Context: an optimization exercise on an open-source flow, tuned for small area, a short achievable clock period and few clock cycles per item. The choices shown serve that exercise and are no tape-out recipe.
The RTL was checked by simulation tests, not by an equivalence proof against the original design.
Power and IR drop assume default switching activity.

$ cat flow/config.mk
export PLATFORM = sky130hd
export DESIGN_NAME = md_block_padder
export DESIGN_NICKNAME = md_block_padder
export VERILOG_FILES = /design/flow/design.v
export SDC_FILE = /design/flow/constraint.sdc
export NUM_CORES = 4
export LEC_CHECK = 0
export CAP_MARGIN = 20
export CORE_MARGIN = 2
export CORE_UTILIZATION = 55
export SETUP_SLACK_MARGIN = 3.0
export SLEW_MARGIN = 20
$ cat flow/constraint.sdc
create_clock -name core_clock -period 5.0 [get_ports {clk}]
set_input_delay 1.0000 -clock core_clock [delete_from_list [all_inputs] [get_ports {clk}]]
set_output_delay 1.0000 -clock core_clock [all_outputs]
set_load 0.01 [all_outputs]
$ cat flow/design.v
`default_nettype none
module md_block_padder (
  input  wire logic        clk,
  input  wire logic        rst_n,
  input  wire logic        in_tvalid,
  output logic             in_tready,
  input  wire logic [7:0]  in_tdata,    
  input  wire logic [0:0]  in_tuser,    
  input  wire logic        in_tlast,    
  output logic             out_tvalid,
  input  wire logic        out_tready,
  output logic [39:0]      out_tdata,   
  output logic [0:0]       out_tuser,   
  output logic             out_tlast,   
  input  wire logic        cfg_valid,
  output logic             cfg_ready,
  input  wire logic [0:0]  cfg_data     
);
  localparam logic [1:0] BLK_DATA = 2'd0;   
  localparam logic [1:0] BLK_PAD  = 2'd1;   
  localparam logic [1:0] BLK_MARK = 2'd2;   
  localparam logic [1:0] BLK_LEN  = 2'd3;   
  logic [7:0]  mem [64];
  logic [5:0]  fill_r;      
  logic [54:0] blk_r;       
  logic        binc_r;      
  logic [3:0]  bcy_r;       
  logic        pend_r;      
  logic        job_r;       
  logic [1:0]  jt_r;        
  logic [5:0]  lim_r;       
  logic        jlast_r;     
  logic        jfol_r;      
  logic        jdat_r;      
  logic [3:0]  rp_r;        
  logic [15:0] rh_r;        
  logic [3:0]  wl_r;        
  logic [15:0] ww_r;        
  logic        len_be_r;
  logic        rdy_r;       
  logic        ov_r;
  logic [31:0] od_r;
  logic [3:0]  oi_r;
  logic        ou_r;
  logic        ol_r;
  logic        acc, wr, tl, load;
  logic [5:0]  fill_n1, n_end;
  logic [31:0] word_nxt;
  logic [63:0] bits;
  logic [31:0] len_lo, len_hi;
  logic [31:0] mword;
  logic [3:0]  den, mk;
  logic        ov_n, pend_n, job_n, jlast_n, jfol_n, jdat_n, blk_clr, blk_inc;
  logic [1:0]  jt_n;
  logic [5:0]  fill_n, lim_n;
  logic [3:0]  rp_n;
  logic [15:0] rh_n, ww_n;
  logic [3:0]  wl_n;
  logic        rdy_n;
  assign cfg_ready = 1'b1;
  assign in_tready = rdy_r;
  assign acc       = in_tvalid && rdy_r;
  assign wr        = acc && in_tuser[0];
  assign tl        = acc && in_tlast;
  assign fill_n1   = fill_r + 6'd1;
  assign n_end     = wr ? fill_n1 : fill_r;
  assign load      = job_r && (!ov_r || out_tready);
  assign bits = {blk_r, lim_r, 3'b000};
  always_comb begin
    for (int b = 0; b < 4; b++) begin
      len_lo[8*b +: 8] = len_be_r ? bits[8*(7-b) +: 8] : bits[8*b +: 8];
      len_hi[8*b +: 8] = len_be_r ? bits[8*(3-b) +: 8] : bits[8*(4+b) +: 8];
    end
  end
  always_comb begin
    logic [5:0] pos;
    mword = '0;
    for (int p = 0; p < 64; p++) begin
      mword[8*(p%4) +: 8] = mword[8*(p%4) +: 8] | (mem[p] & {8{rh_r[p/4]}});
    end
    for (int l = 0; l < 4; l++) begin
      pos    = {rp_r, 2'(l)};
      den[l] = (jt_r == BLK_DATA) || ((jt_r != BLK_LEN) && (pos < lim_r));
      mk[l]  = ((jt_r == BLK_PAD) || (jt_r == BLK_MARK)) && (pos == lim_r);
    end
  end
  always_comb begin
    for (int l = 0; l < 4; l++) begin
      word_nxt[8*l +: 8] = (mword[8*l +: 8] & {8{den[l]}}) | {mk[l], 7'd0};
    end
    if ((jt_r == BLK_PAD) || (jt_r == BLK_LEN)) begin
      word_nxt = word_nxt | (len_lo & {32{rh_r[14]}}) | (len_hi & {32{rh_r[15]}});
    end
  end
  always_comb begin
    ov_n    = load || (ov_r && !out_tready);
    pend_n  = pend_r;
    job_n   = job_r;
    jt_n    = jt_r;
    lim_n   = lim_r;
    jlast_n = jlast_r;
    jfol_n  = jfol_r;
    jdat_n  = jdat_r;
    rp_n    = rp_r;
    rh_n    = rh_r;
    fill_n  = fill_r;
    blk_clr = 1'b0;
    blk_inc = 1'b0;
    if (load) begin
      rp_n = rp_r + 4'd1;
      rh_n = {rh_r[14:0], rh_r[15]};
      if (rp_r == 4'd15) begin
        if (jfol_r) begin
          jt_n    = (jt_r == BLK_DATA) ? BLK_PAD : BLK_LEN;
          if (jt_r == BLK_DATA) lim_n = '0;
          jlast_n = 1'b1;
          jfol_n  = 1'b0;
          jdat_n  = 1'b0;
        end else begin
          job_n = 1'b0;
          if ((jt_r == BLK_PAD) || (jt_r == BLK_LEN)) blk_clr = 1'b1;
        end
      end
    end
    if (pend_r && !job_r) begin
      pend_n  = 1'b0;
      job_n   = 1'b1;
      jt_n    = (fill_r[5:3] == 3'd7) ? BLK_MARK : BLK_PAD;
      lim_n   = fill_r;
      jlast_n = (fill_r[5:3] != 3'd7);
      jfol_n  = (fill_r[5:3] == 3'd7);
      jdat_n  = (fill_r != 6'd0);
      fill_n  = '0;
    end
    if (acc) begin
      if (wr) fill_n = fill_n1;
      if (wr && (fill_r == 6'd63)) begin
        blk_inc = 1'b1;
        job_n   = 1'b1;
        jt_n    = BLK_DATA;
        jlast_n = !in_tlast;
        jfol_n  = in_tlast;
        jdat_n  = 1'b1;
      end else if (tl) begin
        if (job_r) begin
          pend_n = 1'b1;
        end else begin
          job_n   = 1'b1;
          jt_n    = (n_end[5:3] == 3'd7) ? BLK_MARK : BLK_PAD;
          lim_n   = n_end;
          jlast_n = (n_end[5:3] != 3'd7);
          jfol_n  = (n_end[5:3] == 3'd7);
          jdat_n  = (n_end != 6'd0);
          fill_n  = '0;
        end
      end
    end
  end
  always_comb begin
    logic x_lt, x_eq, x_m1, x_p1;   
    logic ld, ov1, ws, nj, j1, d1, hz, full;
    logic [1:0] ro;                 
    x_lt = rp_r < fill_r[5:2];
    x_eq = rp_r == fill_r[5:2];
    x_m1 = (rp_r + 4'd1) == fill_r[5:2];
    x_p1 = rp_r == (fill_r[5:2] + 4'd1);
    ws   = wr && (fill_r[1:0] == 2'd3);
    nj   = (wr && (fill_r == 6'd63)) || ((tl || pend_r) && !job_r);
    full = wr ? (fill_r == 6'd62) : (fill_r == 6'd63);
    for (int o = 0; o < 2; o++) begin
      ld  = job_r && (!ov_r || (o == 1));
      ov1 = ld || (ov_r && (o == 0));
      j1  = job_r && !(ld && (rp_r == 4'd15) && !jfol_r);
      d1  = jdat_r && !(ld && (rp_r == 4'd15) && jfol_r);
      case ({ld, ws})
        2'b10:   hz = (x_lt && !x_m1) || (x_m1 && ov1);
        2'b01:   hz = x_lt || x_eq || (x_p1 && ov1);
        default: hz = x_lt || (x_eq && ov1);
      endcase
      if (nj)
        ro[o] = !ov1;
      else
        ro[o] = !(pend_r || (tl && job_r)) && !(j1 && ((d1 && hz) || full));
    end
    rdy_n = out_tready ? ro[1] : ro[0];
  end
  always_comb begin
    wl_n = wl_r;
    ww_n = ww_r;
    if (wr) begin
      wl_n = {wl_r[2:0], wl_r[3]};
      if (wl_r[3]) ww_n = {ww_r[14:0], ww_r[15]};
    end
    if ((pend_r || tl) && !job_r && !(wr && (fill_r == 6'd63))) begin
      wl_n = 4'd1;
      ww_n = 16'd1;
    end
  end
  always_ff @(posedge clk) begin
    for (int p = 0; p < 64; p++) begin
      if (wr && ww_r[p/4] && wl_r[p%4]) mem[p] <= in_tdata;
    end
  end
  always_ff @(posedge clk) begin
    if (load) begin
      od_r <= word_nxt;
      oi_r <= rp_r;
      ou_r <= (jt_r == BLK_PAD) || (jt_r == BLK_LEN);
      ol_r <= jlast_r && rh_r[15];
    end
  end
  always_ff @(posedge clk) begin
    if (!rst_n) begin
      ov_r     <= 1'b0;
      fill_r   <= '0;
      blk_r    <= '0;
      binc_r   <= 1'b0;
      bcy_r    <= '0;
      pend_r   <= 1'b0;
      job_r    <= 1'b0;
      jt_r     <= BLK_DATA;
      lim_r    <= '0;
      jlast_r  <= 1'b0;
      jfol_r   <= 1'b0;
      jdat_r   <= 1'b0;
      rp_r     <= '0;
      rh_r     <= 16'd1;
      wl_r     <= 4'd1;
      ww_r     <= 16'd1;
      rdy_r    <= 1'b0;
      len_be_r <= 1'b0;
    end else begin
      if (cfg_valid) len_be_r <= cfg_data[0];
      ov_r    <= ov_n;
      fill_r  <= fill_n;
      pend_r  <= pend_n;
      job_r   <= job_n;
      jt_r    <= jt_n;
      lim_r   <= lim_n;
      jlast_r <= jlast_n;
      jfol_r  <= jfol_n;
      jdat_r  <= jdat_n;
      rp_r    <= rp_n;
      rh_r    <= rh_n;
      wl_r    <= wl_n;
      ww_r    <= ww_n;
      rdy_r   <= rdy_n;
      binc_r <= blk_inc;
      if (blk_clr) begin
        blk_r <= '0;
        bcy_r <= '0;
      end else begin
        for (int k = 0; k < 5; k++) begin
          if ((k == 0) ? binc_r : bcy_r[k-1]) blk_r[11*k +: 11] <= blk_r[11*k +: 11] + 11'd1;
        end
        for (int k = 0; k < 4; k++) begin
          bcy_r[k] <= ((k == 0) ? binc_r : bcy_r[k-1]) && (&blk_r[11*k +: 11]);
        end
      end
    end
  end
  assign out_tvalid = ov_r;
  assign out_tdata  = {4'h0, oi_r, od_r};
  assign out_tuser  = ou_r;
  assign out_tlast  = ol_r;
endmodule
`default_nettype wire
$ cat flow/flow/run.sh
#!/bin/bash
# The standard layout (standard.sh: the ORFS run, standard synthesis
# unchanged), with these changes: the port buffers are buf_4 cells instead of
# the delay cells buffer_ports picks by default, the resizer may swap a cell
# for one of another footprint, and clock tree synthesis makes larger sink
# clusters (fewer clock buffers) and adds no dummy loads.
# make's full output goes to flow_make.log.
set -euo pipefail
bash standard.sh MATCH_CELL_FOOTPRINT=0 \
  'BUFFER_PORTS_ARGS=-buffer_cell sky130_fd_sc_hd__buf_4' \
  'CTS_ARGS=-sink_clustering_enable -repair_clock_nets -dont_use_dummy_load -sink_clustering_size 24 -sink_clustering_max_diameter 80' \
  finish > flow_make.log 2>&1
test -f out/final.def
$ cat flow/standard.sh
#!/bin/bash
# synth_recipe.tcl (not shown) runs the flow's synth.tcl, then flattens the netlist and writes it again
# the make line also repeats each setting of config.mk as NAME=value (left out here)
make -C /OpenROAD-flow-scripts/flow DESIGN_CONFIG=/design/flow/config.mk WORK_HOME=/design/flow/orfs CLKGATE_MAP_FILE= SYNTH_SCRIPT=/design/flow/synth_recipe.tcl "${@:-finish}"
==> impl_results.md, run 1 <==
- Status: complete, no violations
- Pin count of the biggest net entering global routing: 65
- Avg WL per Cell: 29.8 um
- Mapped Cells: 1,893
- Die area: about 0.050 mm2
- Via count: between 15,000 and 20,000
- Post-Route Skew: 57.5 ps
- CP startpoint kind: flip-flop
- Cells after DPL: around 2,500
- Endpoints failing setup: 0
- Fin. max-slew vios: 0
- Skew-Pair Late Insertion Delay: 600 ps
- Tmin final: 2180 ps
- Area grow syn2layout: 11.8%
- ANT cells: 0
- Seq/Total Area, Yosys: 70.9%
- Vias in the first global route: 16,003
- Hold_buf cts: 0
- Rows: 80
- M3 GR Usage: 4.69%
- Setup repair after global routing missed its margin: yes
- Clk buf depth: 3
- DR vias/cell: 6.64
- H-Tree Depth: 2
- Max-cap viol count: 0
- Clock Sinks: 672
- Max Freq: ~460 MHz
- Crit Path Category: reg2out
- Final period util: 43.5%
- Root Driver: clkbuf_16
- Slowest cell on the critical path: edfxtp_1
- Hold Crit Class: reg2reg
- Setup_tns: 0 ps
- Initial antenna violation count: 0
- Critical Path AT: about 1200 ps
- Async S/R FF share, synth: 0%
- Fin nets: 1,965
- Met1 Usage GRT: 42.9%
- Initial core utilization: 55.9%
- Final wirelength: around 76 mm
- Yosys warns: 2
- Worst path buffer plus inverter count: 1
- GPL Wtd Cong: 0.887
- Slew headroom: 47.3%
- Layout Cells excl Fill: 2,535
- GRT overflow: 0
- Die Span X: ~220 um
- CTS tree: built
- Global-route wire length before repair: 110 mm
- Die Y: 225 um
- GRT busiest layer: met2
- Slowest stage delay, CP: 440 ps
- Worst vdd rail ir drop: 0.000356 V
- Prevailing post-synth register cell: edfxtp_1
- Leak: 0.00969 uW
- Port Buffers: 55
- Crit-path leading delay family: flip-flops
- Synth Area per Inst: 14.1 um2
- Final antenna-violating net count: 0
- Worst Tran Pin Value: 791 ps
- Pwr dens: 324 mW/mm2
- Kind of end point of the critical path: output port
- Post-DP HPWL: 45.5 mm
- Crit-path max FO: 1
- DRC: 0
- GRT Resource Usage Total: a little under a third
- Final Hold Fails: 0
- Clk slew on worst S/H paths: 90 ps
- Worst Path Required: approximately 4000 ps
- Mapped Area: 0.0268 mm2
- Grt met2 use: about half
- Num CTS Buffers: 37
- Register bit total from synthesis: 672
- Number of I/O pins: 61
- Share of cells above drive strength 1: 20.5%
- Layout fillers: 3,612
- TritonRoute pass-1 iters: 5
- Iter 0 DRT Violations: 2,091
- Post-synth EDFFs: 550
- Core Box Area: 0.0478 mm2
- Worst-path cell chain: buf_6
- Synth unique cells: 72
registers in the layout, summed over array words and instances (netlist names), 2 cells and up:
register  cells
oi_r          4
blk_r        55
bcy_r         4
wl_r          4
jt_r          2
mem         512
fill_r        6
rh_r         16
rp_r          4
lim_r         6
ww_r         16
od_r         32
metrics by stage:
stage               utilization [%]  hold WS, ps  setup slack, ps  area, um2  total power (uW)
floorplan                         -          458             2820      27100              6470
global placement               58.1          463             1750      27800              6680
detailed placement             58.2          468             1700      27800              6690
CTS                            61.5          478             2800      29400              9680
global route                   62.5          492             2790      29900              9940
finish                         62.5          472             2820      29900              9700
routing by layer:
metal / wire length [um] / share of wire (%)
met1: 31100 / 41
met2: 36400 / 48
met3: 6220 / 8.2
met4: 1920 / 2.5
met5: 0 / 0
path summary, 6_finish.rpt:
kind,startpoint,endpoint,slack [ps],depth (start not counted)
max,od_r[29],out_tdata[29],2820,1
min,rh_r[12],rh_r[13],470,2
max reg2reg,rh_r[14],od_r[30],3010,5
min reg2reg,rh_r[12],rh_r[13],470,2
final cells by class:
class | instances | area (um2) | area share (%)
Sequential cell | 672 | 19000 | 63.6
Tap cell | 615 | 769 | 2.57
Timing Repair Buffer | 115 | 1160 | 3.86
Multi-Input combinational cell | 1057 | 7870 | 26.3
Inverter | 39 | 165 | 0.552
Clock buffer | 37 | 926 | 3.09
power by group:
part	internal, uW	leakage, uW	switching (uW)
clock network	1330	0.000456	1700
logic	185	0.00328	357
registers	6080	0.00596	47.6
cell usage in the layout, fill, tap and decap left out, drive strengths merged, types with 38 or more instances in the layout:
master / count
a21oi: 49
a221oi: 47
a22o: 50
a22oi: 197
and3: 69
buf: 115
dfxtp: 122
edfxtp: 550
inv: 38
mux2: 48
nand2: 109
nand3: 80
nand4: 40
nor2: 130
logic make-up after synthesis:
| family | Yosys count | synth area share [%] |
|---|---|---|
| compound gates | 440 | 12.1 |
| xor+xnor | 64 | 2.31 |
| fa+ha+maj | 27 | 1.26 |
| buf+inv | 170 | 2.69 |
| flops | 672 | 70.9 |
| mux | 57 | 2.36 |
| other cells | 2 | 0.0281 |
| simple gates | 461 | 8.38 |
cell usage after synthesis (all sizes together), types with 2 or more instances:
cell type | number | area [um2]
o221ai | 4 | 35.0
a221oi | 47 | 412
nand3 | 80 | 410
edfxtp | 550 | 16500
nor3b | 2 | 26.3
o32ai | 2 | 17.5
a31oi | 8 | 56.3
o211ai | 4 | 30.0
a41oi | 2 | 17.5
a311oi | 2 | 17.5
nand2b | 3 | 18.8
inv | 38 | 143
a22oi | 197 | 1480
buf | 49 | 264
nand4 | 40 | 263
o22ai | 29 | 181
o21ai | 26 | 134
nor2b | 4 | 25.0
a22o | 50 | 438
xnor2 | 28 | 283
nor3 | 14 | 81.3
and3 | 67 | 419
ha | 27 | 338
mux2 | 48 | 541
nor2 | 130 | 495
mux2i | 9 | 90.1
dfxtp | 122 | 2440
conb | 2 | 7.51
a211oi | 5 | 47.5
a21o | 3 | 22.5
o21a | 3 | 22.5
or3 | 2 | 12.5
nand2 | 108 | 408
a211o | 2 | 17.5
and2 | 3 | 21.3
nor4 | 2 | 12.5
o211a | 2 | 20.0
clkbuf | 82 | 309
xor2 | 35 | 314
a21oi | 49 | 249
timing repair:
action / 4_1_cts / 5_1_grt
pin swaps: 9 / 25
cloned: 3 / 0
gates resized for setup: 137 / 81
setup endpoints to repair: 356 / 211
setup buffers: 12 / 21
Testbench counts, summed over its fixed seeds: cycles 36,349, bytes 33,373.
==> run 2, diff against run 1 <==
--- a/flow/config.mk
+++ b/flow/config.mk
@@ -7,6 +7,6 @@
 export LEC_CHECK = 0
 export CAP_MARGIN = 20
 export CORE_MARGIN = 2
-export CORE_UTILIZATION = 55
-export SETUP_SLACK_MARGIN = 3.0
+export CORE_UTILIZATION = 40
+export SETUP_SLACK_MARGIN = 3.1
 export SLEW_MARGIN = 20
==> impl_results.md, run 2 <==
- Initial core utilization: 40.6% (-15 points)
- Seq/Total Area, Yosys: 70.9% (unchanged)
- GRT overflow: 0 (unchanged)
- Dominant cell type by area after synthesis: edfxtp_1
- H-Tree Depth: 2 (unchanged)
- Avg WL per Cell: 28.2 um (-5.5%)
- Final setup margin: 2830 ps (+1.07 ps)
- Worst path buffer plus inverter count: 1 (unchanged)
- Cells after DPL: 2,710 (+10%)
- Hold Crit Class: reg2reg
- Port Buffers: 55 (unchanged)
- Kind of end point of the critical path: output port
- Max reg flops: 512 (unchanged)
- Setup_tns: 0 ps (unchanged)
- TritonRoute pass-1 iters: 5 (unchanged)
- Endpoints failing setup: 0 (unchanged)
- Num CTS Buffers: 35 (-5.4%)
- Share of cells above drive strength 1: 25.4% (+5.0 points)
- DR vias/cell: 6.13 (-7.7%)
- Met3 WL post-DR: 7.37 mm (+19%)
- Fin. max-slew vios: 0 (unchanged)
- Vias in the first global route: 16,295 (+1.8%)
- Max Freq: 460 MHz (about the same)
- Slew headroom: 46.5% (-0.78 points)
- Post-DP HPWL: 46.8 mm (+3.0%)
- GRT Resource Usage Total: 22.2% (-8.0 points)
- Global-route wire length before repair: 113 mm (+3.1%)
- Final antenna-violating net count: 0 (unchanged)
- Hold_buf cts: 0 (unchanged)
- Core Box Area: 0.0660 mm2 (+38%)
- Synth Area per Inst: 14.1 um2 (unchanged)
- Crit-path leading delay family: flip-flops
- Reg2reg setup slack: 3060 ps (+50 ps)
- Layout fillers: 5,631 (+56%)
- Met1 Wirelength: 33.6 mm (+7.9%)
- Post-Layout Inst Area: 0.0312 mm2 (+4.3%)
- Worst vdd rail ir drop: 0.000232 V (-35%)
- Clk slew on worst S/H paths: 80 ps (about the same)
- Worst Tran Pin Value: 803 ps (+11.6 ps)
- Top cells by area, synth: edfxtp_1 (62%), dfxtp_1 (9.1%), a22oi_1 (5.5%)
- Worst Path Required: 4000 ps (about the same)
- Area grow syn2layout: 16.7%
- Skew-Pair Late Insertion Delay: 580 ps (-20 ps)
- Final period util: 43.5% (about the same)
- Pin count of the biggest net entering global routing: 65 (unchanged)
- Number of I/O pins: 61 (unchanged)
- Register bit total from synthesis: 672 (unchanged)
- Die area: 0.0690 mm2 (+37%)
- Die Y: 263 um (+17%)
- Share of the synthesized area in the top cell type: 61.7% (unchanged)
- Clk buf depth: 3 (unchanged)
- Async S/R FF share, synth: 0% (unchanged)
- Top reg by flops: mem
- Post-synth EDFFs: 550 (unchanged)
- Worst-path cell chain: buf_6
- Layout Cells excl Fill: 2,837 (+12%)
- ANT cells: 0 (unchanged)
- Initial antenna violation count: 0 (unchanged)
- Commonest non-fill, non-tap cells in the layout: edfxtp_1 (550), a22oi_1 (197), nor2_1 (97)
- Leading cell type in the layout, fill and taps excluded: edfxtp_1
- Layout Utilization: 47.3% (-15 points)
- Clock Sinks: 672 (unchanged)
- Crit Path Category: reg2out
- Mapped Cells: 1,893 (unchanged)
- Tmin final: 2170 ps (-1.07 ps)
- GPL Wtd Cong: 0.895 (+0.87%)
- Crit-path max FO: 1 (unchanged)
- Multi-input combinational cell area: 0.00830 mm2 (+5.5%)
- Leak: 0.0101 uW (+4.2%)
- Setup repair after global routing missed its margin: yes
- Max-cap viol count: 0 (unchanged)
- Placed cell area: 0.0282 mm2 (+1.3%)
- Iter 0 DRT Violations: 2,010 (-3.9%)
- Top-count cell post-synth: edfxtp_1
- Via count: 17,394 (+3.3%)
- Yosys warns: 2 (unchanged)
- Rows: 94 (+18%)
- Pwr dens: 311 mW/mm2 (-4.1%)
- Post-Place Setup Slack: 1570 ps (-134 ps)
- Final wirelength: 80.0 mm (+5.8%)
- Top flop regs: mem: 512 flops, blk_r: 55 flops, od_r: 32 flops
- Die Span X: 263 um (+17%)
- Final Hold Fails: 0 (unchanged)
- Root Driver: clkbuf_16
- Fin nets: 2,018 (+2.7%)
- Slowest stage delay, CP: 450 ps (about the same)
- Critical Path AT: 1170 ps (about the same)
- Prevailing post-synth register cell: edfxtp_1
- Slowest cell on the critical path: edfxtp_1
- Synth unique cells: 72 (unchanged)
- Met2 wire len: 37.0 mm (+1.6%)
- Post-Route Skew: 34.3 ps (-23.2 ps)
- Post-synth top cells: edfxtp_1 (550), a22oi_1 (197), nor2_1 (129)
- DRC: 0 (unchanged)
- Top sig layer: met4
- Mapped Area: 0.0268 mm2 (unchanged)
- CTS tree: built
- Reg area: 0.0191 mm2 (about the same)
- Status: complete, no violations
- CP startpoint kind: flip-flop
## run 2: cell counts after synthesis
Identical to the previous run, type by type.
## run 2: layout make-up
type                       instances  area share, %
clock buffer                      35           2.81
timing repair buffer             166           5.51
inverter                          39          0.589
multi-input combinational       1061           26.6
sequential                       672           61.0
tap                              864           3.46
## run 2: path summary, 6_finish.rpt
| check | from | to | depth (start not counted) |
|---|---|---|---|
| worst min-delay path | rp_r[2] | oi_r[2] | 0 |
| worst max register to register | fill_r[0] | lim_r[4] | 8 |
| worst min register to register | rp_r[2] | oi_r[2] | 0 |
| worst max-delay path | od_r[0] | out_tdata[0] | 1 |
## run 2: cell families (layout without fill, tap and decap cells)
| kind of cell | count (synthesis) | after routing | share of synthesized area, % |
|---|---|---|---|
| adders and majority gates | 27 | 27 | 1.26 |
| and+or+nand+nor | 461 | 467 | 8.38 |
| other | 2 | 5 | 0.0281 |
| DFF | 672 | 672 | 70.9 |
| muxes | 57 | 57 | 2.36 |
| xor gates and xnor gates | 64 | 64 | 2.31 |
| buffers and inverters | 170 | 240 | 2.69 |
| AOI/OAI and AO/OA | 440 | 441 | 12.1 |
## run 2: stage by stage
| stage | power [uW] | hold WS (ps) |
|---|---|---|
| after global placement | 6690 | 473 |
| after global routing | 9950 | 525 |
| after detailed placement | 6700 | 481 |
| after CTS | 9640 | 514 |
| after floorplan | 6480 | 458 |
| final | 9700 | 524 |
## run 2: timing repair
item                       CTS  global route
resized for setup          190           124
cloned                       3             7
pin swaps                   27            51
setup endpoints to repair  591           441
buffers inserted            37            45
## run 2: layer usage
metal | GRT usage (%) | up-vias
met5 | 0 | -
met4 | 6.20 | 0
met3 | 3.99 | 110
met2 | 34.5 | 905
met1 | 32.0 | 8891
li1 | - | 7488
## run 2: where the power goes
group / switching (uW) / leakage [uW] / internal (uW)
logic: 404 / 0.00371 / 232
clock network: 1690 / 0.000431 / 1260
registers: 43.0 / 0.00596 / 6070
total: 2130 / 0.0101 / 7570
==> run 3, diff against run 2 <==
--- a/flow/config.mk
+++ b/flow/config.mk
@@ -8,5 +8,5 @@
 export CAP_MARGIN = 20
 export CORE_MARGIN = 2
 export CORE_UTILIZATION = 40
-export SETUP_SLACK_MARGIN = 3.1
+export SETUP_SLACK_MARGIN = 2.8
 export SLEW_MARGIN = 20
==> impl_results.md, run 3 <==
- Yosys warns: 2 (unchanged)
- Top reg by flops: mem
- Slew headroom: 42.0% (-4.5 points)
- Clk slew on worst S/H paths: 90 ps (about the same)
- Max reg flops: 512 (unchanged)
- Setup_tns: 0 ps (unchanged)
- Number of I/O pins: 61 (unchanged)
- Async S/R FF share, synth: 0% (unchanged)
- Worst Tran Pin Value: 871 ps (+67.9 ps)
- Pwr dens: 328 mW/mm2 (+5.6%)
- Clk buf depth: 3 (unchanged)
- Tmin final: 2200 ps (+22.0 ps)
- Worst path buffer plus inverter count: 1 (unchanged)
- Top-count cell post-synth: edfxtp_1
- Via count: 16,675 (-4.1%)
- Leading cell type in the layout, fill and taps excluded: edfxtp_1
- Die Y: 263 um (unchanged)
- Kind of end point of the critical path: output port
- Grt met2 use: 35.0% (+0.52 points)
- Max-cap viol count: 0 (unchanged)
- Core Box Area: 0.0660 mm2 (unchanged)
- Avg WL per Cell: 27.8 um (-1.6%)
- Die Span X: 263 um (unchanged)
- Skew-Pair Late Insertion Delay: 600 ps (+20 ps)
- Hold_buf cts: 0 (unchanged)
- Die area: 0.0690 mm2 (unchanged)
- Synth Area per Inst: 14.1 um2 (unchanged)
- CP startpoint kind: flip-flop
- M3 GR Usage: 3.64% (-0.36 points)
- GRT Resource Usage Total: 21.7% (-0.48 points)
- Fin. max-slew vios: 0 (unchanged)
- Layout fillers: 5,802 (+3.0%)
- Final wirelength: 76.7 mm (-4.2%)
- Max Freq: 455 MHz (-1.0%)
- Setup repair after global routing missed its margin: yes
- Final setup margin: 2800 ps (-22.0 ps)
- Global-route wire length before repair: 112 mm (-1.1%)
- Post-synth top cells: edfxtp_1 (550), a22oi_1 (197), nor2_1 (129)
- Multi-input combinational cell area: 0.00740 mm2 (-11%)
- GPL Wtd Cong: 0.853 (-4.7%)
- Commonest non-fill, non-tap cells in the layout: edfxtp_1 (550), a22oi_1 (196), nor2_1 (110)
- Initial antenna violation count: 3 (+3)
- Hold Crit Class: reg2reg
- Slowest cell on the critical path: edfxtp_1
- Area grow syn2layout: 9.53%
- Final Hold Fails: 0 (unchanged)
- Mapped Area: 0.0268 mm2 (unchanged)
- DR vias/cell: 6.04 (-1.6%)
- Endpoints failing setup: 0 (unchanged)
- Num CTS Buffers: 36 (+2.9%)
- Mapped Cells: 1,893 (unchanged)
- Post-synth EDFFs: 550 (unchanged)
- Root Driver: clkbuf_16
- GRT busiest layer: met2
- Crit-path max FO: 1 (unchanged)
- Power Total: 9620 uW (-0.83%)
- Reg area: 0.0190 mm2 (-0.34%)
- Slowest stage delay, CP: 470 ps (+20 ps)
- Pin count of the biggest net entering global routing: 65 (unchanged)
- Register bit total from synthesis: 672 (unchanged)
- Share of the synthesized area in the top cell type: 61.7% (unchanged)
- Crit-path leading delay family: flip-flops
- Top flop regs: mem: 512 flops, blk_r: 55 flops, od_r: 32 flops
- CTS tree: built
- TritonRoute pass-1 iters: 7 (+2)
- Worst-path cell chain: buf_6
- Final antenna-violating net count: 0 (unchanged)
- Rows: 94 (unchanged)
- Iter 0 DRT Violations: 1,936 (-3.7%)
- Top cells by area, synth: edfxtp_1 (62%), dfxtp_1 (9.1%), a22oi_1 (5.5%)
- Synth unique cells: 72 (unchanged)
- Post-DP HPWL: 47.6 mm (+1.6%)
- Post-Place Setup Slack: 1720 ps (+152 ps)
- Crit Path Category: reg2out
- Post-Route Skew: 82.2 ps (+47.9 ps)
- Reg2reg setup slack: 2850 ps (-210 ps)
- Status: complete, no violations
- Clock Sinks: 672 (unchanged)
- Worst Path Required: 4000 ps (about the same)
- Prevailing post-synth register cell: edfxtp_1
- Final period util: 43.9% (+0.44 points)
- Port Buffers: 55 (unchanged)
- Met1 Usage GRT: 30.4% (-1.5 points)
- Share of cells above drive strength 1: 16.6% (-8.9 points)
- Critical Path AT: 1200 ps (+30 ps)
- Dominant cell type by area after synthesis: edfxtp_1
- Seq/Total Area, Yosys: 70.9% (unchanged)
- DRC: 0 (unchanged)
- Initial core utilization: 40.6% (unchanged)
- GRT overflow: 0 (unchanged)
- H-Tree Depth: 2 (unchanged)
- Worst vdd rail ir drop: 0.000233 V (+0.38%)
- Vias in the first global route: 16,292 (-0.018%)
- Fin nets: 1,940 (-3.9%)
- Leak: 0.00949 uW (-6.0%)
[run 3: routing by layer]
metal  up-vias  share of wire [%]
met4         2                2.3
li1       7311                  -
met3        97                7.8
met5         -              0.016
met1      8539                 42
met2       726                 48
[run 3: what timing repair did]
action,in CTS,in global routing
gates resized for setup,55,36
gates cloned,1,0
endpoints found under the setup margin,633,266
setup buffers,9,2
pin swaps,6,2
[run 3: path summary, 6_finish.rpt]
check | from | end | cells past startpoint
worst max-delay path | oi_r[0] | out_tdata[32] | 1
worst min-delay path | rh_r[13] | rh_r[14] | 2
worst max register to register | rh_r[0] | od_r[28] | 6
worst min register to register | rh_r[13] | rh_r[14] | 2
[run 3: cell type report]
type / instances / area share [%]
Inverter: 39 / 0.546
Tap cell: 864 / 3.69
Antenna cell: 4 / 0.0342
Sequential cell: 672 / 64.8
Multi-Input combinational cell: 1055 / 25.2
Timing Repair Buffer: 93 / 2.63
Clock buffer: 36 / 3.07
[run 3: metrics by stage]
step	utilization, %	instances	instance area, um2	hold WS, ps
finish	44.4	2763	29300	459
detailed placement	42.4	2711	28000	442
global placement	42.4	2711	28000	447
CTS	44.2	2757	29200	456
global route	44.4	2759	29300	485
floorplan	-	1896	26800	454
[run 3: cells by family after synthesis]
| logic type | synth area share, % |
|---|---|
| multiplexers | 2.36 |
| adder cells (fa/ha/maj) | 1.26 |
| XOR/XNOR | 2.31 |
| buffers and inverters | 2.69 |
| other | 0.0281 |
| flip-flops | 70.9 |
| AO/OA/AOI/OAI | 12.1 |
| AND/OR/NAND/NOR | 8.38 |
[run 3: where the power goes]
part / total [uW] / internal [uW] / switching [uW]
Sequential: 6130 / 6080 / 51.0
Combinational: 482 / 149 / 332
Clock: 3000 / 1290 / 1710
==> run 4, diff against run 3 <==
--- a/flow/config.mk
+++ b/flow/config.mk
@@ -8,5 +8,5 @@
 export CAP_MARGIN = 20
 export CORE_MARGIN = 2
 export CORE_UTILIZATION = 40
-export SETUP_SLACK_MARGIN = 2.8
+export SETUP_SLACK_MARGIN = 3.0
 export SLEW_MARGIN = 20
==> impl_results.md, run 4 <==
- Status: complete, no violations
- Cells after DPL: 2,712 (+0.037%)
- Post-Layout Inst Area: 0.0304 mm2 (+3.8%)
- Yosys warns: 2 (unchanged)
- Clk buf depth: 3 (unchanged)
- Crit-path leading delay family: flip-flops
- Via count: 16,876 (+1.2%)
- TritonRoute pass-1 iters: 7 (unchanged)
- Tmin final: 2160 ps (-36.3 ps)
- Slowest stage delay, CP: 430 ps (-40 ps)
- Max Freq: 463 MHz (+1.7%)
- Top reg by flops: mem
- Seq/Total Area, Yosys: 70.9% (unchanged)
- Slowest cell on the critical path: edfxtp_1
- Vias in the first global route: 16,308 (+0.098%)
- Initial antenna violation count: 0 (-3)
- Max reg flops: 512 (unchanged)
- ANT cells: 0 (-4)
- Root Driver: clkbuf_16
- Synth unique cells: 72 (unchanged)
- Top flop regs: mem: 512 flops, blk_r: 55 flops, od_r: 32 flops
- Crit-path max FO: 1 (unchanged)
- Post-synth top cells: edfxtp_1 (550), a22oi_1 (197), nor2_1 (129)
- Final Hold Fails: 0 (unchanged)
- Hold_buf cts: 0 (unchanged)
- Hold Crit Class: reg2reg
- Mapped Cells: 1,893 (unchanged)
- Post-Route Skew: 53.8 ps (-28.4 ps)
- Synth Area per Inst: 14.1 um2 (unchanged)
- Multiplexer share of the synthesized area: 2.36% (unchanged)
- Layout Utilization: 46.1% (+1.7 points)
- Initial core utilization: 40.6% (unchanged)
- Worst path buffer plus inverter count: 1 (unchanged)
- Clk slew on worst S/H paths: 80 ps (about the same)
- Setup repair after global routing missed its margin: yes
- Critical Path AT: 1160 ps (-40 ps)
- Crit Path Category: reg2out
- GPL Wtd Cong: 0.858 (+0.52%)
- Share of cells above drive strength 1: 21.7% (+5.1 points)
- Top cells by area, synth: edfxtp_1 (62%), dfxtp_1 (9.1%), a22oi_1 (5.5%)
- Die Span X: 263 um (unchanged)
- Top-count cell post-synth: edfxtp_1
- Slew headroom: 47.7% (+5.8 points)
- Num CTS Buffers: 36 (unchanged)
- Rows: 94 (unchanged)
- Worst vdd rail ir drop: 0.000240 V (+3.1%)
- Final period util: 43.2% (-0.73 points)
- Mapped Area: 0.0268 mm2 (unchanged)
- Setup_tns: 0 ps (unchanged)
- Placed cell area: 0.0282 mm2 (+0.67%)
- Post-DP HPWL: 46.8 mm (-1.6%)
- Area grow syn2layout: 13.7%
- Die Y: 263 um (unchanged)
- Leading cell type in the layout, fill and taps excluded: edfxtp_1
- Synth Area in Simple Gates: 8.38% (unchanged)
- Commonest non-fill, non-tap cells in the layout: edfxtp_1 (550), a22oi_1 (197), nand2_1 (103)
- Core Box Area: 0.0660 mm2 (unchanged)
- Port Buffers: 55 (unchanged)
- DR vias/cell: 6.05 (+0.26%)
- Pin count of the biggest net entering global routing: 65 (unchanged)
- Reg2reg setup slack: 3010 ps (+160 ps)
- Skew-Pair Late Insertion Delay: 600 ps (about the same)
- Iter 0 DRT Violations: 2,105 (+8.7%)
- Prevailing post-synth register cell: edfxtp_1
- GRT Resource Usage Total: 21.9% (+0.26 points)
- Clock Sinks: 672 (unchanged)
- Global-route wire length before repair: 112 mm (about the same)
- GRT overflow: 0 (unchanged)
- Dominant cell type by area after synthesis: edfxtp_1
- Kind of end point of the critical path: output port
- Number of I/O pins: 61 (unchanged)
- Endpoints failing setup: 0 (unchanged)
- Post-synth EDFFs: 550 (unchanged)
- Avg WL per Cell: 27.9 um (+0.40%)
- H-Tree Depth: 2 (unchanged)
- Die area: 0.0690 mm2 (unchanged)
- Max-cap viol count: 0 (unchanged)
- Final wirelength: 77.7 mm (+1.3%)
- Layout fillers: 5,729 (-1.3%)
- Pwr dens: 318 mW/mm2 (-3.0%)
- Fin nets: 1,970 (+1.5%)
- CP startpoint kind: flip-flop
- Register bit total from synthesis: 672 (unchanged)
- Share of the synthesized area in the top cell type: 61.7% (unchanged)
- Post-synthesis adder-cell area fraction: 1.26% (unchanged)
- Fin. max-slew vios: 0 (unchanged)
- Synth Area in XOR/XNOR: 2.31% (unchanged)
- Async S/R FF share, synth: 0% (unchanged)
- CTS tree: built
- Post-synthesis compound-gate area fraction: 12.1% (unchanged)
- Largest family of logic cells by synthesized area: compound AO/OA/AOI/OAI gates
- Layout Cells excl Fill: 2,789 (+0.94%)
- Worst-path cell chain: buf_6
- DRC: 0 (unchanged)
- Worst Path Required: 4000 ps (about the same)
- Leak: 0.00975 uW (+2.7%)
- Final antenna-violating net count: 0 (unchanged)
- Worst Tran Pin Value: 784 ps (-86.4 ps)
-- run 4: cell count changes in the layout (fill, tap and decap cells not counted), sizes merged --
cell,change
clkinvlp,+2
nand2,+1
buf,+25
and2,+1
clkbuf,+1
inv,-1
diode,-4
bufinv,-1
and3,+2
-- run 4: through the flow --
stage	hold WS (ps)	total power [uW]	setup slack, ps
after detailed placement	488	6700	1750
after CTS	509	9680	2810
after global routing	494	9930	2810
after global placement	484	6690	1760
after floorplan	458	6470	2820
final	488	9690	2840
-- run 4: cell families (layout without fill, tap and decap cells) --
| logic type | after synthesis | count (layout) |
|---|---|---|
| adders and majority gates | 27 | 27 |
| buffers and inverters | 170 | 194 |
| other | 2 | 5 |
| muxes | 57 | 57 |
| DFF | 672 | 672 |
| AOI/OAI and AO/OA | 440 | 440 |
| xor gates and xnor gates | 64 | 64 |
| and+or+nand+nor | 461 | 466 |
-- run 4: layout make-up --
type	instances	area, um2	area share [%]
Sequential cell	672	19000	62.6
Multi-Input combinational cell	1059	8010	26.3
Timing Repair Buffer	119	1220	4.00
Tap cell	864	1080	3.55
Clock buffer	36	901	2.96
Inverter	39	171	0.563
-- run 4: timing repair --
item	in CTS	in global routing
pin swaps	16	27
gates resized for setup	164	81
endpoints found under the setup margin	415	265
gates cloned	4	1
setup buffers	20	16
-- run 4: worst paths after layout --
kind                  from       endpoint  cells past startpoint
setup / recovery  od_r[19]  out_tdata[19]                      1
hold reg to reg    rp_r[0]        oi_r[0]                      0
hold / removal     rp_r[0]        oi_r[0]                      0
setup reg to reg  rh_r[14]       od_r[24]                      5
-- run 4: power by group --
part	leakage [uW]	total [uW]	internal [uW]	switching, uW
combinational	0.00335	565	190	375
sequential	0.00596	6120	6080	39.5
clock	0.000444	3010	1290	1710
total	0.00975	9690	7560	2130
-- run 4: per-layer routing --
| metal | share of wire [%] | up-vias | global-route usage (%) |
|---|---|---|---|
| li1 | - | 7376 | - |
| met1 | 42 | 8615 | 30.5 |
| met2 | 46 | 763 | 34.5 |
| met3 | 9.3 | 122 | 4.78 |
| met4 | 2.8 | 0 | 6.60 |
| met5 | 0 | - | 0 |
==> run 5, diff against run 4 <==
--- a/flow/config.mk
+++ b/flow/config.mk
@@ -8,5 +8,5 @@
 export CAP_MARGIN = 20
 export CORE_MARGIN = 2
 export CORE_UTILIZATION = 40
-export SETUP_SLACK_MARGIN = 3.0
+export SETUP_SLACK_MARGIN = 2.9
 export SLEW_MARGIN = 20
==> impl_results.md, run 5 <==
- Status: complete, no violations
- Post-DP HPWL: 46.1 mm (-1.6%)
- Layout Utilization: 45.1% (-1.0 points)
- Pwr dens: 323 mW/mm2 (+1.4%)
- Share of the synthesized area in the top cell type: 61.7% (unchanged)
- Pin count of the biggest net entering global routing: 65 (unchanged)
- Kind of end point of the critical path: output port
- Die area: 0.0690 mm2 (unchanged)
- Slew headroom: 47.2% (-0.55 points)
- GRT overflow: 0 (unchanged)
- Grt met2 use: 35.5% (+0.92 points)
- Dominant cell type by area after synthesis: edfxtp_1
- Setup repair after global routing missed its margin: yes
- Layout Cells excl Fill: 2,774 (-0.54%)
- Leading cell type in the layout, fill and taps excluded: edfxtp_1
- Cells after DPL: 2,711 (-0.037%)
- Post-synth EDFFs: 550 (unchanged)
- Core Box Area: 0.0660 mm2 (unchanged)
- Worst Path Required: 4000 ps (about the same)
- Worst r2r dst: od_r[15]
- Met1 Usage GRT: 30.8% (+0.24 points)
- Final period util: 43.3% (+0.13 points)
- Critical hold path startpoint: fill_r[0]
- Endpoints failing setup: 0 (unchanged)
- Number of I/O pins: 61 (unchanged)
- ANT cells: 0 (unchanged)
- Seq/Total Area, Yosys: 70.9% (unchanged)
- Setup_tns: 0 ps (unchanged)
- Fin nets: 1,955 (-0.76%)
- Max reg flops: 512 (unchanged)
- CP startpoint kind: flip-flop
- Prevailing post-synth register cell: edfxtp_1
- GPL Wtd Cong: 0.881 (+2.7%)
- Post-Route Skew: 46.4 ps (-7.38 ps)
- H-Tree Depth: 2 (unchanged)
- Vias in the first global route: 16,108 (-1.2%)
- Area grow syn2layout: 11.2%
- Post-synth top cells: edfxtp_1 (550), a22oi_1 (197), nor2_1 (129)
- Avg WL per Cell: 27.9 um (+0.11%)
- Clk buf depth: 3 (unchanged)
- Critical Path AT: 1170 ps (about the same)
- FF-to-FF path depth: 5 (unchanged)
- Worst hold path endpoint: lim_r[0]
- Worst path buffer plus inverter count: 1 (unchanged)
- Tmin final: 2170 ps (+6.57 ps)
- Commonest non-fill, non-tap cells in the layout: edfxtp_1 (550), a22oi_1 (196), nor2_1 (110)
- Worst vdd rail ir drop: 0.000168 V (-30%)
- Multi-input combinational cell area: 0.00760 mm2 (-5.1%)
- Top-count cell post-synth: edfxtp_1
- Global-route wire length before repair: 111 mm (-0.50%)
- Die Y: 263 um (unchanged)
- Layout fillers: 5,745 (+0.28%)
- Synth unique cells: 72 (unchanged)
- Crit-path max FO: 1 (unchanged)
- Clk slew on worst S/H paths: 90 ps (about the same)
- TritonRoute pass-1 iters: 5 (-2)
- Skew-Pair Late Insertion Delay: 590 ps (about the same)
- GRT busiest layer: met2
- DR vias/cell: 6.06 (+0.17%)
- Share of cells above drive strength 1: 17.5% (-4.1 points)
- Synth Area per Inst: 14.1 um2 (unchanged)
- Async S/R FF share, synth: 0% (unchanged)
- Initial core utilization: 40.6% (unchanged)
- Critical R2R Launch: rh_r[9]
- Port Buffers: 55 (unchanged)
- Reg2reg setup slack: 2890 ps (-120 ps)
- Rows: 94 (unchanged)
- Hold Crit Class: reg2reg
- Mapped Cells: 1,893 (unchanged)
- Max-cap viol count: 0 (unchanged)
- M3 GR Usage: 3.26% (-1.5 points)
- Max Freq: 461 MHz (-0.30%)
- WHS Path Cells: 2 (+2)
- Final Hold Fails: 0 (unchanged)
- Fin. max-slew vios: 0 (unchanged)
- Crit Path Category: reg2out
- Register bit total from synthesis: 672 (unchanged)
- Power Total: 9600 uW (-0.91%)
- Mapped Area: 0.0268 mm2 (unchanged)
- Yosys warns: 2 (unchanged)
- Final wirelength: 77.4 mm (-0.43%)
- Reg area: 0.0190 mm2 (-0.22%)
- Slowest cell on the critical path: edfxtp_1
- CTS tree: built
- Worst-path cell chain: buf_6
- Num CTS Buffers: 35 (-2.8%)
- Slowest stage delay, CP: 450 ps (+20 ps)
- Final antenna-violating net count: 0 (unchanged)
- Iter 0 DRT Violations: 2,129 (+1.1%)
- Worst Tran Pin Value: 793 ps (+8.30 ps)
- Initial antenna violation count: 1 (+1)
- Via count: 16,814 (-0.37%)
- Top flop regs: mem: 512 flops, blk_r: 55 flops, od_r: 32 flops
- GRT Resource Usage Total: 21.8% (-0.11 points)
- Root Driver: clkbuf_16
- Top reg by flops: mem
- Crit-path leading delay family: flip-flops
- Clock Sinks: 672 (unchanged)
- DRC: 0 (unchanged)
- Leak: 0.00955 uW (-2.1%)
- Top cells by area, synth: edfxtp_1 (62%), dfxtp_1 (9.1%), a22oi_1 (5.5%)
- Hold_buf cts: 0 (unchanged)
- Die Span X: 263 um (unchanged)
-- run 5: report_power, final --
part | total [uW] | internal [uW] | switching (uW)
registers | 6120 | 6080 | 40.9
clock network | 2960 | 1260 | 1700
logic | 516 | 168 | 348
-- run 5: worst max path at each step --
stage	startpoint	to	slack [ps]	cells after the start
after floorplan	in_tuser[0]	mem[38][0]	2810	5
after global placement	in_tvalid	mem[51][0]	1720	5
after detailed placement	in_tvalid	mem[43][5]	1690	5
after CTS	od_r[15]	out_tdata[15]	2810	1
after global routing	od_r[15]	out_tdata[15]	2800	1
final	od_r[7]	out_tdata[7]	2830	1
-- run 5: kinds of logic after synthesis --
| group | after synthesis | share of synthesized area, % |
|---|---|---|
| flops | 672 | 70.9 |
| simple gates | 461 | 8.38 |
| fa+ha+maj | 27 | 1.26 |
| compound gates | 440 | 12.1 |
| buf+inv | 170 | 2.69 |
| xor+xnor | 64 | 2.31 |
| mux | 57 | 2.36 |
| other cells | 2 | 0.0281 |
-- run 5: metrics by stage --
| step | hold slack (ps) | setup WS [ps] | area [um2] |
|---|---|---|---|
| floorplan | 454 | 2810 | 27000 |
| global placement | 476 | 1720 | 28100 |
| detailed placement | 480 | 1690 | 28100 |
| CTS | 511 | 2810 | 29500 |
| global route | 533 | 2800 | 29700 |
| finish | 508 | 2830 | 29700 |
-- run 5: repair_timing --
action,4_1_cts,5_1_grt
buffers inserted,15,9
pin swaps,9,4
endpoints found under the setup margin,350,283
cloned,3,1
resized for setup,91,50
-- run 5: layout make-up --
class	instances	area share, %
well taps	864	3.63
clock buffers	35	2.94
flip-flops and latches	672	63.9
repair buffers	106	3.46
multi-input cells	1058	25.6
inverters	39	0.509
-- run 5: metal layers --
metal  wire length [um]  vias up
met3               6440      101
met5                 12        -
met2              36700      764
li1                   -     7341
met4               1830        2
met1              32500     8606
==> run 6, diff against run 5 <==
--- a/flow/config.mk
+++ b/flow/config.mk
@@ -7,6 +7,6 @@
 export LEC_CHECK = 0
 export CAP_MARGIN = 20
 export CORE_MARGIN = 2
-export CORE_UTILIZATION = 40
+export CORE_UTILIZATION = 50
 export SETUP_SLACK_MARGIN = 2.9
 export SLEW_MARGIN = 20
==> impl_results.md, run 6 <==
- Status: complete, no violations
- Reg2reg setup slack: 2840 ps (-50 ps)
- Dominant cell type by area after synthesis: edfxtp_1
- Clk buf depth: 3 (unchanged)
- Max Freq: 458 MHz (-0.73%)
- Worst Path Required: 4000 ps (about the same)
- CP Launch Point: od_r[7]
- Psw: 2110 uW (+0.78%)
- Global-route wire length before repair: 112 mm (+0.58%)
- Vias in the first global route: 16,085 (-0.14%)
- Fin nets: 1,947 (-0.41%)
- Yosys warns: 2 (unchanged)
- Worst hold path endpoint: wl_r[3]
- Synth unique cells: 72 (unchanged)
- Top-count cell post-synth: edfxtp_1
- Layout Utilization: 55.9% (+11 points)
- Pwr dens: 328 mW/mm2 (+1.6%)
- Initial antenna violation count: 0 (-1)
- DRC: 0 (unchanged)
- Die Y: 235 um (-10%)
- Avg WL per Cell: 29.7 um (+6.6%)
- Iter 0 DRT Violations: 2,275 (+6.9%)
- Setup repair after global routing missed its margin: yes
- Final Hold Fails: 0 (unchanged)
- Area grow syn2layout: 10.2%
- Prevailing post-synth register cell: edfxtp_1
- DR vias/cell: 6.48 (+7.0%)
- Post-DP HPWL: 45.8 mm (-0.56%)
- Clk slew on worst S/H paths: 80 ps (about the same)
- Mapped Area: 0.0268 mm2 (unchanged)
- Seq/Total Area, Yosys: 70.9% (unchanged)
- Top cells by area, synth: edfxtp_1 (62%), dfxtp_1 (9.1%), a22oi_1 (5.5%)
- Max reg flops: 512 (unchanged)
- Critical hold path startpoint: wl_r[3]
- Final period util: 43.7% (+0.32 points)
- Power share of the clock group: 31.5% (+0.7 points)
- GPL Wtd Cong: 0.881 (about the same)
- H-Tree Depth: 2 (unchanged)
- Slowest stage delay, CP: 450 ps (about the same)
- Post-Place Setup Slack: 1430 ps (-257 ps)
- Final setup margin: 2820 ps (-15.9 ps)
- Fin. max-slew vios: 0 (unchanged)
- Final wirelength: 77.1 mm (-0.43%)
- Number of I/O pins: 61 (unchanged)
- Mapped Cells: 1,893 (unchanged)
- CTS tree: built
- Hold Crit Class: reg2reg
- Synth Area per Inst: 14.1 um2 (unchanged)
- Setup_tns: 0 ps (unchanged)
- Skew-Pair Late Insertion Delay: 590 ps (about the same)
- Cell Int Power: 7560 uW (+0.75%)
- Num CTS Buffers: 37 (+5.7%)
- CP startpoint kind: flip-flop
- Combinational fraction of design power: 5.1% (-0.3 points)
- Endpoints failing setup: 0 (unchanged)
- Core Box Area: 0.0528 mm2 (-20%)
- Kind of end point of the critical path: output port
- GRT overflow: 0 (unchanged)
- Worst vdd rail ir drop: 0.000241 V (+43%)
- Crit-path leading delay family: flip-flops
- GRT Resource Usage Total: 27.7% (+5.9 points)
- Top reg by flops: mem
- Leading cell type in the layout, fill and taps excluded: edfxtp_1
- Critical R2R Launch: rh_r[9]
- FF-to-FF path depth: 5 (unchanged)
- Pin count of the biggest net entering global routing: 65 (unchanged)
- Crit-path max FO: 1 (unchanged)
- Root Driver: clkbuf_16
- Worst-path cell chain: buf_6
- Share of cells above drive strength 1: 17.5% (-0.031 points)
- Tmin final: 2180 ps (+15.9 ps)
- Slowest cell on the critical path: edfxtp_1
- Crit Path Category: reg2out
- Hold_buf cts: 0 (unchanged)
- Final antenna-violating net count: 0 (unchanged)
- Worst r2r dst: od_r[15]
- Slew headroom: 46.5% (-0.65 points)
- Via count: 16,802 (-0.071%)
- WHS Path Cells: 2 (unchanged)
- Post-Route Skew: 47.6 ps (+1.21 ps)
- Port Buffers: 55 (unchanged)
- Top flop regs: mem: 512 flops, blk_r: 55 flops, od_r: 32 flops
- Clock Sinks: 672 (unchanged)
- Leak: 0.00952 uW (-0.30%)
- TritonRoute pass-1 iters: 5 (unchanged)
- Critical Path AT: 1180 ps (about the same)
- Post-synth EDFFs: 550 (unchanged)
- Die area: 0.0554 mm2 (-20%)
- Die Span X: 235 um (-10%)
- Flop pwr share: 63.4% (-0.4 points)
- Max-cap viol count: 0 (unchanged)
- Initial core utilization: 50.7% (+10 points)
- Worst Tran Pin Value: 799 ps (+6.03 ps)
- Rows: 84 (-11%)
- Post-synth top cells: edfxtp_1 (550), a22oi_1 (197), nor2_1 (129)
- Sw frac: 21.8% (about the same)
- Async S/R FF share, synth: 0% (unchanged)
- Worst path buffer plus inverter count: 1 (unchanged)
- Share of the synthesized area in the top cell type: 61.7% (unchanged)
- Register bit total from synthesis: 672 (unchanged)
- Commonest non-fill, non-tap cells in the layout: edfxtp_1 (550), a22oi_1 (197), nor2_1 (108)
-- run 6: cell counts after synthesis --
No cell type changed its count.
-- run 6: per-stage QoR --
| stage | area, um2 | power (uW) | hold WS (ps) | std cells |
|---|---|---|---|---|
| after floorplan | 27000 | 6470 | 454 | 1896 |
| after global placement | 27900 | 6680 | 458 | 2536 |
| after detailed placement | 27900 | 6690 | 475 | 2536 |
| after CTS | 29300 | 9690 | 488 | 2585 |
| after global routing | 29500 | 9920 | 525 | 2590 |
| final | 29500 | 9670 | 505 | 2591 |
-- run 6: layer usage --
layer	part of all wire [%]	routed length, um	track usage (%)
met1	42	32300	38.6
met2	49	37500	46.0
met3	6.7	5190	3.46
met4	2.7	2100	8.01
met5	0	0	0
-- run 6: power by group through the flow --
stage	Clock, uW	Sequential (uW)	Combinational [uW]
2_1_floorplan	0	6240	229
5_1_grt	3260	6130	531
4_1_cts	3090	6130	476
6_report	3050	6130	495
3_5_place_dp	0	6260	431
3_3_place_gp	0	6250	425
-- run 6: kinds of logic after synthesis --
family	Yosys count	synth area share [%]
and+or+nand+nor	461	8.38
other	2	0.0281
adders and majority gates	27	1.26
DFF	672	70.9
muxes	57	2.36
buffers and inverters	170	2.69
xor gates and xnor gates	64	2.31
AOI/OAI and AO/OA	440	12.1
-- run 6: layout make-up --
| type | count | area [um2] |
|---|---|---|
| diodes | 1 | 2.50 |
| clock buffers | 37 | 926 |
| fillers | 4254 | 23300 |
| inverters | 39 | 159 |
| multi-input cells | 1058 | 7640 |
| flip-flops and latches | 672 | 19000 |
| well taps | 688 | 861 |
| repair buffers | 96 | 888 |
-- run 6: repair_timing --
| item | CTS | global route |
|---|---|---|
| buffers inserted | 8 | 5 |
| pin swaps | 8 | 7 |
| cloned | 4 | 0 |
| resized for setup | 85 | 51 |
| setup endpoints to repair | 335 | 155 |
-- run 6: worst max-delay path by stage --
stage,endpoint,slack (ps),depth (start not counted)
after global placement,rp_r[2],1660,7
after floorplan,mem[38][0],2810,5
after CTS,out_tdata[7],2800,1
final,out_tdata[7],2820,1
after global routing,rdy_r,2800,7
after detailed placement,rp_r[2],1430,7
-- run 6: worst reg2reg max path, delay by kind of cell, from the launching register on --
kind                   cells  cell delay [ps]
AOI/OAI and AO/OA          3             1030
and+or+nand+nor            1              340
DFF                        1              320
buffers and inverters      1              230

==> separate check: timing with driven ports <==
The results above use ideal ports. As a check the final layouts listed here were re-extracted and re-timed, cells and wires unchanged. Step 1 (the two cells are an assumption about what drives the block):
set clk [get_ports {clk}]
set_driving_cell -lib_cell sky130_fd_sc_hd__clkbuf_16 $clk
set_driving_cell -lib_cell sky130_fd_sc_hd__buf_2 [delete_from_list [all_inputs] $clk]
Step 2 times the ports against the registers' clock, not the clock port: input delays grow and output delays shrink by t, the midpoint of the rising clock arrivals with the driver on. Three values: ideal, step 1, step 2; two values: the first two.
run	t, ns	slack for setup (ns)	worst hold slack (ns)	clock arrival spread, ns
run 1	0.626	2.824 / 2.768 / 2.364	0.472 / 0.472 / 0.472	0.058 / 0.058
run 2	0.625	2.825 / 2.767 / 2.413	0.524 / 0.524 / 0.524	0.040 / 0.039
run 3	0.618	2.803 / 2.741 / 2.258	0.459 / 0.459 / 0.459	0.082 / 0.082
run 4	0.629	2.840 / 2.779 / 2.437	0.488 / 0.488 / 0.488	0.055 / 0.054
run 5	0.625	2.833 / 2.771 / 2.332	0.508 / 0.508 / 0.508	0.047 / 0.047
run 6	0.633	2.817 / 2.754 / 2.306	0.505 / 0.505 / 0.505	0.048 / 0.047
After both steps every run listed still meets setup and hold. The setup slack of run 3, which loses most, moves by -0.062 ns with the drivers and by -0.545 ns with both steps.
